This design comes from an exercise in tuning for small area, a short achievable clock period and few clock cycles per item on the open sky130 flow, not from production work. At most, simulation tests tie the RTL to the original design; equivalence was not proved. No activity file was given, so power comes from the tool's default toggle rates.

==> inputs of run Z <==
Design ring_buffer_deque, start of the top module:
module ring_buffer_deque (
	input  logic         clk,
	input  logic         arst_n,
	input  logic         req_valid,
	output logic         req_stall,
	input  logic [40:0]  req,
	output logic         rsp_valid,
	input  logic         rsp_stall,
	output logic [105:0] rsp
);
==> flow/config.mk <==
export PLATFORM = sky130hd
export DESIGN_NAME = ring_buffer_deque
export DESIGN_NICKNAME = ring_buffer_deque
export VERILOG_FILES = /design/flow/design.v
export SDC_FILE = /design/flow/constraint.sdc
export NUM_CORES = 4
export LEC_CHECK = 0
export CAP_MARGIN = 20
export CORE_MARGIN = 2
export CORE_UTILIZATION = 30
export SLEW_MARGIN = 20
==> flow/constraint.sdc <==
create_clock -name core_clock -period 7.0 [get_ports {clk}]
set_input_delay 1.4000 -clock core_clock [delete_from_list [all_inputs] [get_ports {clk}]]
set_output_delay 1.4000 -clock core_clock [all_outputs]
set_load 0.01 [all_outputs]
standard.sh (not shown) runs the stock make flow with config.mk's settings and CLKGATE_MAP_FILE= SYNTH_SCRIPT=/design/flow/synth_recipe.tcl, a recipe that flattens the netlist after the stock synthesis.
==> flow/flow/run.sh <==
#!/bin/bash
# Standard ORFS layout, with timing repair aimed below the clock period only
# after placement (clock tree and global route stages). Each step's full
# output goes to a log file of its own in the work folder.
set -euo pipefail
MARGIN=$(cat flow/margin.txt)
bash standard.sh synth > log_synth.txt 2>&1
bash standard.sh floorplan > log_floorplan.txt 2>&1
bash standard.sh place > log_place.txt 2>&1
SETUP_SLACK_MARGIN=$MARGIN bash standard.sh cts > log_cts.txt 2>&1
SETUP_SLACK_MARGIN=$MARGIN bash standard.sh route > log_route.txt 2>&1
bash standard.sh finish > log_finish.txt 2>&1
==> flow/flow/margin.txt <==
3.9
==> run G: changes against run Z <==
--- a/flow/design.v
+++ b/flow/design.v
@@ -98,16 +98,16 @@
 		.r_slot (r_slot),
 		.r_ok   (r_ok),
 		.x_slot (x_slot),
 		.x_ok   (x_ok),
 		.r_data (r_data),
 		.x_data (x_data)
 	);
-	assign f_data = !d0_ne ? '0 : d0_fm ? x_data : rsp_q[73:42];
-	assign b_data = !d0_ne ? '0 : d0_bm ? x_data : rsp_q[41:10];
+	assign f_data = d0_fm ? x_data : rsp_q[73:42];
+	assign b_data = d0_bm ? x_data : rsp_q[41:10];
 	always_ff @(posedge clk or negedge arst_n) begin
 		if (!arst_n) begin
 			rsp_v <= 1'b0;
 		end else begin
 			rsp_v <= drain || (rsp_v && rsp_stall);
 		end
 	end
@@ -233,16 +233,16 @@
 	              | ({CNT_W{s_inc}}   & cnt_p1)
 	              | ({CNT_W{s_dec}}   & cnt_m1);
 	assign empty_n = (s_same && empty_q) || (s_dec && cnt_is1) || s_clr;
 	assign full_n  = (s_same && full_q) || (s_inc && cnt_is63);
 	assign rok_n   = (s_same && lt_0) || (s_inc && lt_p) || (s_dec && lt_m);
 	logic fm_n, bm_n;
 	logic [SLOT_W-1:0] xs_n;
-	assign fm_n = pf_ok || popf_ok || (pb_ok && empty_q);
-	assign bm_n = pb_ok || popb_ok || (pf_ok && empty_q);
+	assign fm_n = pf_ok || popf_ok || (pb_ok && empty_q) || empty_n;
+	assign bm_n = pb_ok || popb_ok || (pf_ok && empty_q) || empty_n;
 	assign xs_n = (c_pf || c_popf) ? head_n : bs_n;
 	always_comb begin
 		st_n = STAT_OK;
 		if ((c_pb || c_pf) && full_q) st_n = STAT_FULL;
 		if ((c_popb || c_popf) && empty_q) st_n = STAT_EMPTY;
 		if (c_rd && !lt_0) st_n = STAT_OUT_RANGE;
 	end
@@ -305,15 +305,15 @@
 			d0_cnt <= cnt_q;
 			d0_st  <= t_st;
 		end
 	end
 	assign r_slot = d0_rs;
 	assign r_ok   = d0_rok;
 	assign x_slot = d0_xs;
-	assign x_ok   = d0_ne && (d0_fm || d0_bm);
+	assign x_ok   = d0_ne;
 endmodule
 import rbd_pkg::*;
 module rbd_store (
 	input  logic                  clk,
 	input  logic                  we_b,
 	input  logic                  we_f,
 	input  logic [SLOT_W-1:0]     tail,
==> flow/config.mk (replaced) <==
export PLATFORM = sky130hd
export DESIGN_NAME = ring_buffer_deque
export DESIGN_NICKNAME = ring_buffer_deque
export VERILOG_FILES = /design/flow/design.v
export SDC_FILE = /design/flow/constraint.sdc
export NUM_CORES = 4
export LEC_CHECK = 0
export CAP_MARGIN = 20
export CORE_MARGIN = 2
export CORE_UTILIZATION = 50
export SLEW_MARGIN = 20
==> run B: changes against run Z <==
--- a/flow/design.v
+++ b/flow/design.v
@@ -98,16 +98,16 @@
 		.r_slot (r_slot),
 		.r_ok   (r_ok),
 		.x_slot (x_slot),
 		.x_ok   (x_ok),
 		.r_data (r_data),
 		.x_data (x_data)
 	);
-	assign f_data = !d0_ne ? '0 : d0_fm ? x_data : rsp_q[73:42];
-	assign b_data = !d0_ne ? '0 : d0_bm ? x_data : rsp_q[41:10];
+	assign f_data = d0_fm ? x_data : rsp_q[73:42];
+	assign b_data = d0_bm ? x_data : rsp_q[41:10];
 	always_ff @(posedge clk or negedge arst_n) begin
 		if (!arst_n) begin
 			rsp_v <= 1'b0;
 		end else begin
 			rsp_v <= drain || (rsp_v && rsp_stall);
 		end
 	end
@@ -233,16 +233,16 @@
 	              | ({CNT_W{s_inc}}   & cnt_p1)
 	              | ({CNT_W{s_dec}}   & cnt_m1);
 	assign empty_n = (s_same && empty_q) || (s_dec && cnt_is1) || s_clr;
 	assign full_n  = (s_same && full_q) || (s_inc && cnt_is63);
 	assign rok_n   = (s_same && lt_0) || (s_inc && lt_p) || (s_dec && lt_m);
 	logic fm_n, bm_n;
 	logic [SLOT_W-1:0] xs_n;
-	assign fm_n = pf_ok || popf_ok || (pb_ok && empty_q);
-	assign bm_n = pb_ok || popb_ok || (pf_ok && empty_q);
+	assign fm_n = pf_ok || popf_ok || (pb_ok && empty_q) || empty_n;
+	assign bm_n = pb_ok || popb_ok || (pf_ok && empty_q) || empty_n;
 	assign xs_n = (c_pf || c_popf) ? head_n : bs_n;
 	always_comb begin
 		st_n = STAT_OK;
 		if ((c_pb || c_pf) && full_q) st_n = STAT_FULL;
 		if ((c_popb || c_popf) && empty_q) st_n = STAT_EMPTY;
 		if (c_rd && !lt_0) st_n = STAT_OUT_RANGE;
 	end
@@ -305,15 +305,15 @@
 			d0_cnt <= cnt_q;
 			d0_st  <= t_st;
 		end
 	end
 	assign r_slot = d0_rs;
 	assign r_ok   = d0_rok;
 	assign x_slot = d0_xs;
-	assign x_ok   = d0_ne && (d0_fm || d0_bm);
+	assign x_ok   = d0_ne;
 endmodule
 import rbd_pkg::*;
 module rbd_store (
 	input  logic                  clk,
 	input  logic                  we_b,
 	input  logic                  we_f,
 	input  logic [SLOT_W-1:0]     tail,
==> flow/config.mk (replaced) <==
export PLATFORM = sky130hd
export DESIGN_NAME = ring_buffer_deque
export DESIGN_NICKNAME = ring_buffer_deque
export VERILOG_FILES = /design/flow/design.v
export SDC_FILE = /design/flow/constraint.sdc
export NUM_CORES = 4
export LEC_CHECK = 0
export CAP_MARGIN = 20
export CORE_MARGIN = 2
export CORE_UTILIZATION = 40
export SLEW_MARGIN = 20
==> qor summary <==
| item | run G | run B | run Z |
|---|---|---|---|
| Post-synthesis share of cell area spent on xor and xnor gates | 0.00220 | 0.00220 | 0.00238 |
| Num tapcells | 2704 | 3384 | 4557 |
| Post-synthesis to final-layout area growth | 18.6% | 20.2% | 21.9% |
| Detailed route wirelength on metal2 | 165000 um | 174000 um | 168000 um |
| Clock latency of the later-clocked register in the worst-skew pair | 0.90 ns | 0.93 ns | 0.95 ns |
| Portion of synthesized cell area occupied by the leading cell type | 0.637 | 0.637 | 0.639 |
| CORE AREA | 206000 um2 | 257000 um2 | 343000 um2 |
| Slowest library cell on the worst path | sky130_fd_sc_hd__nor2_4 | sky130_fd_sc_hd__o211ai_1 | sky130_fd_sc_hd__a22oi_2 |
| Routed met3 length | 45500 um | 48200 um | 55400 um |
| Post-place instance area | 110000 um2 | 111000 um2 | 112000 um2 |
| Fraction of synthesized area in multiplexers | 0.268 | 0.268 | 0.271 |
| Crit path arrival time | 3.87 ns | 3.80 ns | 3.85 ns |
| Multi-input comb cells | 2530 | 2530 | 2476 |
| Net switching share of the total power | 0.375 | 0.385 | 0.378 |
| Adder-Cell Fraction of Synth Area | 0.00626 | 0.00626 | 0.00628 |
| Worst setup slack for register-to-register paths | 3.80 ns | 3.77 ns | 3.77 ns |
| Count of inverters other than clock inverters in the layout | 34 | 34 | 39 |
| Result of the run | finished clean | finished clean | finished clean |
| Worst setup margin | 3.80 ns | 3.77 ns | 3.77 ns |
| Post CTS Setup Buffer Count | 114 | 135 | 119 |
| Mean routed wirelength per cell | 43.3 um | 41.6 um | 36.6 um |
| Relative contribution of sequential cells to total power | 0.304 | 0.300 | 0.300 |
| Final-layout non-clock buffer area share | 0.0671 | 0.0713 | 0.0668 |
Testbench counts of run Z, summed over its fixed seeds: cycles 12,016, items 12,000.
Testbench counts of run G, summed over its fixed seeds: cycles 12,016, items 12,000.
Testbench counts of run B, summed over its fixed seeds: cycles 12,016, items 12,000.


==> build 97 <==
==> flow/design.v <==
package rbd_pkg;
	localparam int DEPTH      = 64;
	localparam int DATA_WIDTH = 32;
	localparam int SLOT_W = $clog2(DEPTH);
	localparam int CNT_W  = $clog2(DEPTH + 1);
	localparam int SUM_W  = CNT_W + 1;
	localparam int CMD_W   = 3;
	localparam int FIELD_W = 32;
	localparam int RIDX_W  = 6;
	localparam int TOTAL_W = 7;
	localparam int STAT_W  = 2;
	localparam logic [CMD_W-1:0] CMD_PUSH_BACK  = 3'd0;
	localparam logic [CMD_W-1:0] CMD_PUSH_FRONT = 3'd1;
	localparam logic [CMD_W-1:0] CMD_POP_BACK   = 3'd2;
	localparam logic [CMD_W-1:0] CMD_POP_FRONT  = 3'd3;
	localparam logic [CMD_W-1:0] CMD_READ       = 3'd4;
	localparam logic [CMD_W-1:0] CMD_CLEAR      = 3'd5;
	localparam logic [STAT_W-1:0] STAT_OK        = 2'd0;
	localparam logic [STAT_W-1:0] STAT_FULL      = 2'd1;
	localparam logic [STAT_W-1:0] STAT_EMPTY     = 2'd2;
	localparam logic [STAT_W-1:0] STAT_OUT_RANGE = 2'd3;
	typedef struct packed {
		logic [CMD_W-1:0]          cmd;
		logic signed [FIELD_W-1:0] data_in;
		logic [RIDX_W-1:0]         read_index;
	} rbd_req_t;
	typedef struct packed {
		logic signed [FIELD_W-1:0] read_value;
		logic signed [FIELD_W-1:0] front_value;
		logic signed [FIELD_W-1:0] back_value;
		logic [TOTAL_W-1:0]        entry_total;
		logic                      is_empty;
		logic [STAT_W-1:0]         status;
	} rbd_rsp_t;
	typedef struct packed {
		logic                  we;
		logic [SLOT_W-1:0]     waddr;
		logic [DATA_WIDTH-1:0] wdata;
		logic                  re;
		logic [SLOT_W-1:0]     raddr;
	} rbd_mem_t;
endpackage
import rbd_pkg::*;
module ring_buffer_deque (
	input  logic         clk,
	input  logic         arst_n,
	input  logic         req_valid,
	output logic         req_stall,
	input  logic [40:0]  req,
	output logic         rsp_valid,
	input  logic         rsp_stall,
	output logic [105:0] rsp
);
	logic                  we;
	logic [SLOT_W-1:0]     waddr;
	logic [DATA_WIDTH-1:0] wdata;
	logic [SLOT_W-1:0]     r_slot, f_slot, b_slot;
	logic                  r_ok, fb_ok;
	logic [DATA_WIDTH-1:0] r_data, f_data, b_data;
	logic                  d0_v, drain;
	logic [TOTAL_W-1:0]    d0_cnt;
	logic [STAT_W-1:0]     d0_st;
	logic                  rsp_v;
	logic [105:0]          rsp_q;
	rbd_ctrl u_ctrl (
		.clk       (clk),
		.arst_n    (arst_n),
		.req_valid (req_valid),
		.req_stall (req_stall),
		.req       (req),
		.rsp_stall (rsp_stall),
		.we        (we),
		.waddr     (waddr),
		.wdata     (wdata),
		.r_slot    (r_slot),
		.r_ok      (r_ok),
		.f_slot    (f_slot),
		.b_slot    (b_slot),
		.fb_ok     (fb_ok),
		.d0_v      (d0_v),
		.drain     (drain),
		.d0_cnt    (d0_cnt),
		.d0_st     (d0_st),
		.rsp_v     (rsp_v)
	);
	rbd_store u_store (
		.clk    (clk),
		.we     (we),
		.waddr  (waddr),
		.wdata  (wdata),
		.r_slot (r_slot),
		.r_ok   (r_ok),
		.f_slot (f_slot),
		.b_slot (b_slot),
		.fb_ok  (fb_ok),
		.r_data (r_data),
		.f_data (f_data),
		.b_data (b_data)
	);
	always_ff @(posedge clk or negedge arst_n) begin
		if (!arst_n) begin
			rsp_v <= 1'b0;
		end else begin
			rsp_v <= drain || (rsp_v && rsp_stall);
		end
	end
	always_ff @(posedge clk) begin
		if (drain) begin
			rsp_q <= {r_data, f_data, b_data, d0_cnt, !fb_ok, d0_st};
		end
	end
	assign rsp_valid = rsp_v;
	assign rsp       = rsp_q;
endmodule
import rbd_pkg::*;
module rbd_ctrl (
	input  logic                  clk,
	input  logic                  arst_n,
	input  logic                  req_valid,
	output logic                  req_stall,
	input  logic [40:0]           req,
	input  logic                  rsp_stall,
	output logic                  we,
	output logic [SLOT_W-1:0]     waddr,
	output logic [DATA_WIDTH-1:0] wdata,
	output logic [SLOT_W-1:0]     r_slot,
	output logic                  r_ok,
	output logic [SLOT_W-1:0]     f_slot,
	output logic [SLOT_W-1:0]     b_slot,
	output logic                  fb_ok,
	output logic                  d0_v,
	output logic                  drain,
	output logic [TOTAL_W-1:0]    d0_cnt,
	output logic [STAT_W-1:0]     d0_st,
	input  logic                  rsp_v
);
	logic                  in_v;
	logic [CMD_W-1:0]      in_cmd;
	logic [DATA_WIDTH-1:0] in_data;
	logic [RIDX_W-1:0]     in_ridx;
	logic [SLOT_W-1:0]     head_q;
	logic [SLOT_W-1:0]     tail_q;
	logic [CNT_W-1:0]      cnt_q;
	logic                  t_v;
	logic [RIDX_W-1:0]     t_ridx;
	logic [STAT_W-1:0]     t_st;
	logic [SLOT_W-1:0]     d0_rs, d0_fs, d0_bs;
	logic                  d0_rok, d0_ne;
	logic                  stall_q;
	logic                  exec;
	logic                  accept;
	logic                  full, empty;
	logic [SLOT_W-1:0]     head_n, tail_n;
	logic [CNT_W-1:0]      cnt_n;
	logic [STAT_W-1:0]     st_n;
	assign full  = cnt_q[CNT_W-1];
	assign empty = (cnt_q == '0);
	always_comb begin
		head_n = head_q;
		tail_n = tail_q;
		cnt_n  = cnt_q;
		st_n   = STAT_OK;
		we     = 1'b0;
		waddr  = tail_q;
		case (in_cmd)
			CMD_PUSH_BACK: begin
				if (full) st_n = STAT_FULL;
				else begin
					we     = exec;
					waddr  = tail_q;
					tail_n = tail_q + 1'b1;
					cnt_n  = cnt_q + 1'b1;
				end
			end
			CMD_PUSH_FRONT: begin
				if (full) st_n = STAT_FULL;
				else begin
					we     = exec;
					waddr  = head_q - 1'b1;
					head_n = head_q - 1'b1;
					cnt_n  = cnt_q + 1'b1;
				end
			end
			CMD_POP_BACK: begin
				if (empty) st_n = STAT_EMPTY;
				else begin
					tail_n = tail_q - 1'b1;
					cnt_n  = cnt_q - 1'b1;
				end
			end
			CMD_POP_FRONT: begin
				if (empty) st_n = STAT_EMPTY;
				else begin
					head_n = head_q + 1'b1;
					cnt_n  = cnt_q - 1'b1;
				end
			end
			CMD_READ: begin
				if (!(CNT_W'(in_ridx) < cnt_q)) st_n = STAT_OUT_RANGE;
			end
			CMD_CLEAR: begin
				head_n = '0;
				tail_n = '0;
				cnt_n  = '0;
			end
			default: begin
			end
		endcase
	end
	assign wdata     = in_data;
	assign exec      = in_v && !t_v;
	assign req_stall = stall_q;
	assign accept    = req_valid && !stall_q;
	assign drain     = d0_v && (!rsp_v || !rsp_stall);
	logic d0_new, d0_top;
	assign d0_new = exec && (!d0_v || drain);
	assign d0_top = !exec && drain && t_v;
	logic in_v_n, t_v_n;
	always_comb begin
		in_v_n = in_v;
		if (!in_v || exec) in_v_n = accept;
		t_v_n = t_v;
		if (exec && d0_v && !drain) t_v_n = 1'b1;
		if (d0_top) t_v_n = 1'b0;
	end
	always_ff @(posedge clk or negedge arst_n) begin
		if (!arst_n) begin
			in_v    <= 1'b0;
			head_q  <= '0;
			tail_q  <= '0;
			cnt_q   <= '0;
			t_v     <= 1'b0;
			d0_v    <= 1'b0;
			stall_q <= 1'b0;
		end else begin
			in_v    <= in_v_n;
			t_v     <= t_v_n;
			stall_q <= in_v_n && t_v_n;
			if (exec) begin
				head_q <= head_n;
				tail_q <= tail_n;
				cnt_q  <= cnt_n;
			end
			if (d0_new || d0_top) d0_v <= 1'b1;
			else if (drain) d0_v <= 1'b0;
		end
	end
	always_ff @(posedge clk) begin
		if (!stall_q) begin
			in_cmd  <= req[40:38];
			in_data <= req[37:6];
			in_ridx <= req[5:0];
		end
		if (exec && d0_v && !drain) begin
			t_ridx <= in_ridx;
			t_st   <= st_n;
		end
		if (d0_new) begin
			d0_rs  <= head_n + in_ridx;
			d0_fs  <= head_n;
			d0_bs  <= tail_n - 1'b1;
			d0_rok <= CNT_W'(in_ridx) < cnt_n;
			d0_ne  <= cnt_n != '0;
			d0_cnt <= cnt_n;
			d0_st  <= st_n;
		end else if (d0_top) begin
			d0_rs  <= head_q + t_ridx;
			d0_fs  <= head_q;
			d0_bs  <= tail_q - 1'b1;
			d0_rok <= CNT_W'(t_ridx) < cnt_q;
			d0_ne  <= cnt_q != '0;
			d0_cnt <= cnt_q;
			d0_st  <= t_st;
		end
	end
	assign r_slot = d0_rs;
	assign r_ok   = d0_rok;
	assign f_slot = d0_fs;
	assign b_slot = d0_bs;
	assign fb_ok  = d0_ne;
endmodule
import rbd_pkg::*;
module rbd_store (
	input  logic                  clk,
	input  logic                  we,
	input  logic [SLOT_W-1:0]     waddr,
	input  logic [DATA_WIDTH-1:0] wdata,
	input  logic [SLOT_W-1:0]     r_slot,
	input  logic                  r_ok,
	input  logic [SLOT_W-1:0]     f_slot,
	input  logic [SLOT_W-1:0]     b_slot,
	input  logic                  fb_ok,
	output logic [DATA_WIDTH-1:0] r_data,
	output logic [DATA_WIDTH-1:0] f_data,
	output logic [DATA_WIDTH-1:0] b_data
);
	logic [DATA_WIDTH-1:0] ram_q [DEPTH];
	always_ff @(posedge clk) begin
		if (we) begin
			ram_q[waddr] <= wdata;
		end
	end
	logic [DEPTH-1:0] r_sel, f_sel, b_sel;
	always_comb begin
		for (int i = 0; i < DEPTH; i++) begin
			r_sel[i] = r_ok  && (r_slot == SLOT_W'(i));
			f_sel[i] = fb_ok && (f_slot == SLOT_W'(i));
			b_sel[i] = fb_ok && (b_slot == SLOT_W'(i));
		end
	end
	always_comb begin
		r_data = '0;
		f_data = '0;
		b_data = '0;
		for (int i = 0; i < DEPTH; i++) begin
			r_data = r_data | ({DATA_WIDTH{r_sel[i]}} & ram_q[i]);
			f_data = f_data | ({DATA_WIDTH{f_sel[i]}} & ram_q[i]);
			b_data = b_data | ({DATA_WIDTH{b_sel[i]}} & ram_q[i]);
		end
	end
endmodule
==> flow/run.sh <==
#!/bin/bash
# synth_recipe.tcl (not shown) runs the flow's synth.tcl, then flattens the netlist and writes it again
# the make line also repeats each setting of config.mk as NAME=value (left out here)
make -C /OpenROAD-flow-scripts/flow DESIGN_CONFIG=/design/flow/config.mk WORK_HOME=/design/flow/orfs CLKGATE_MAP_FILE= SYNTH_SCRIPT=/design/flow/synth_recipe.tcl finish
==> flow/config.mk <==
export PLATFORM = sky130hd
export DESIGN_NAME = ring_buffer_deque
export DESIGN_NICKNAME = ring_buffer_deque
export VERILOG_FILES = /design/flow/design.v
export SDC_FILE = /design/flow/constraint.sdc
export NUM_CORES = 4
export LEC_CHECK = 0
export CAP_MARGIN = 20
export CORE_MARGIN = 2
export CORE_UTILIZATION = 50
export SETUP_SLACK_MARGIN = 4.0
export SLEW_MARGIN = 20
==> flow/constraint.sdc <==
create_clock -name core_clock -period 7.0 [get_ports {clk}]
set_input_delay 1.4000 -clock core_clock [delete_from_list [all_inputs] [get_ports {clk}]]
set_output_delay 1.4000 -clock core_clock [all_outputs]
set_load 0.01 [all_outputs]
==> inputs of trial 21, as changes to build 97 <==
--- a/flow/design.v
+++ b/flow/design.v
@@ -302,20 +302,5 @@
 	end
-	logic [DEPTH-1:0] r_sel, f_sel, b_sel;
-	always_comb begin
-		for (int i = 0; i < DEPTH; i++) begin
-			r_sel[i] = r_ok  && (r_slot == SLOT_W'(i));
-			f_sel[i] = fb_ok && (f_slot == SLOT_W'(i));
-			b_sel[i] = fb_ok && (b_slot == SLOT_W'(i));
-		end
-	end
-	always_comb begin
-		r_data = '0;
-		f_data = '0;
-		b_data = '0;
-		for (int i = 0; i < DEPTH; i++) begin
-			r_data = r_data | ({DATA_WIDTH{r_sel[i]}} & ram_q[i]);
-			f_data = f_data | ({DATA_WIDTH{f_sel[i]}} & ram_q[i]);
-			b_data = b_data | ({DATA_WIDTH{b_sel[i]}} & ram_q[i]);
-		end
-	end
+	assign r_data = r_ok  ? ram_q[r_slot] : '0;
+	assign f_data = fb_ok ? ram_q[f_slot] : '0;
+	assign b_data = fb_ok ? ram_q[b_slot] : '0;
 endmodule
--- a/flow/config.mk
+++ b/flow/config.mk
@@ -9,4 +9,3 @@
 export CORE_MARGIN = 2
-export CORE_UTILIZATION = 50
-export SETUP_SLACK_MARGIN = 4.0
+export CORE_UTILIZATION = 30
 export SLEW_MARGIN = 20
==> notes <==
Trial 21 finished with timing, DRC and antenna clean. Build 97 never finished: it broke off in global routing (5_1_grt). In trial 21 the synthesized cell count is smaller than in build 97, by about 30%. Area after synthesis: trial 21 is larger than build 97 (about 11%).
Testbench counts of trial 21, summed over its fixed seeds: cycles 12,024, items 12,000.
Only the layout flow was run in build 97; the RTL was not checked for function there.

==> separate check: timing with driven ports <==
In the flow no input, the clock included, has a driving cell. The finished layouts below were timed again as built, in two steps.
Step 1, drivers: a clkbuf_16 drives clk and a buf_2 each remaining input, both assumed.
Step 2, shift: input delay + t, output delay - t, t = (earliest + latest rising clock arrival at the registers) / 2. This alone moves slack from input paths to output paths.
a / b / c = ideal ports / drivers / drivers and shift; a / b = the first two.
run | t, ns | setup slack, ns | worst register clock-pin slew, ns | cell pins on the clock port's net
run Z | 1.012 | 3.775 / 3.775 / 2.953 | 0.07 / 0.07 | 1
run G | 0.978 | 3.795 / 3.795 / 2.970 | 0.07 / 0.07 | 1
run B | 0.998 | 3.770 / 3.770 / 2.937 | 0.07 / 0.07 | 1
trial 21 | 1.052 | 1.899 / 1.899 / 1.899 | 0.07 / 0.07 | 1
After both steps setup and hold are still met in every run listed. The setup slack of run B, which loses most, moves by 0.000 ns with the drivers and by -0.833 ns with both steps.
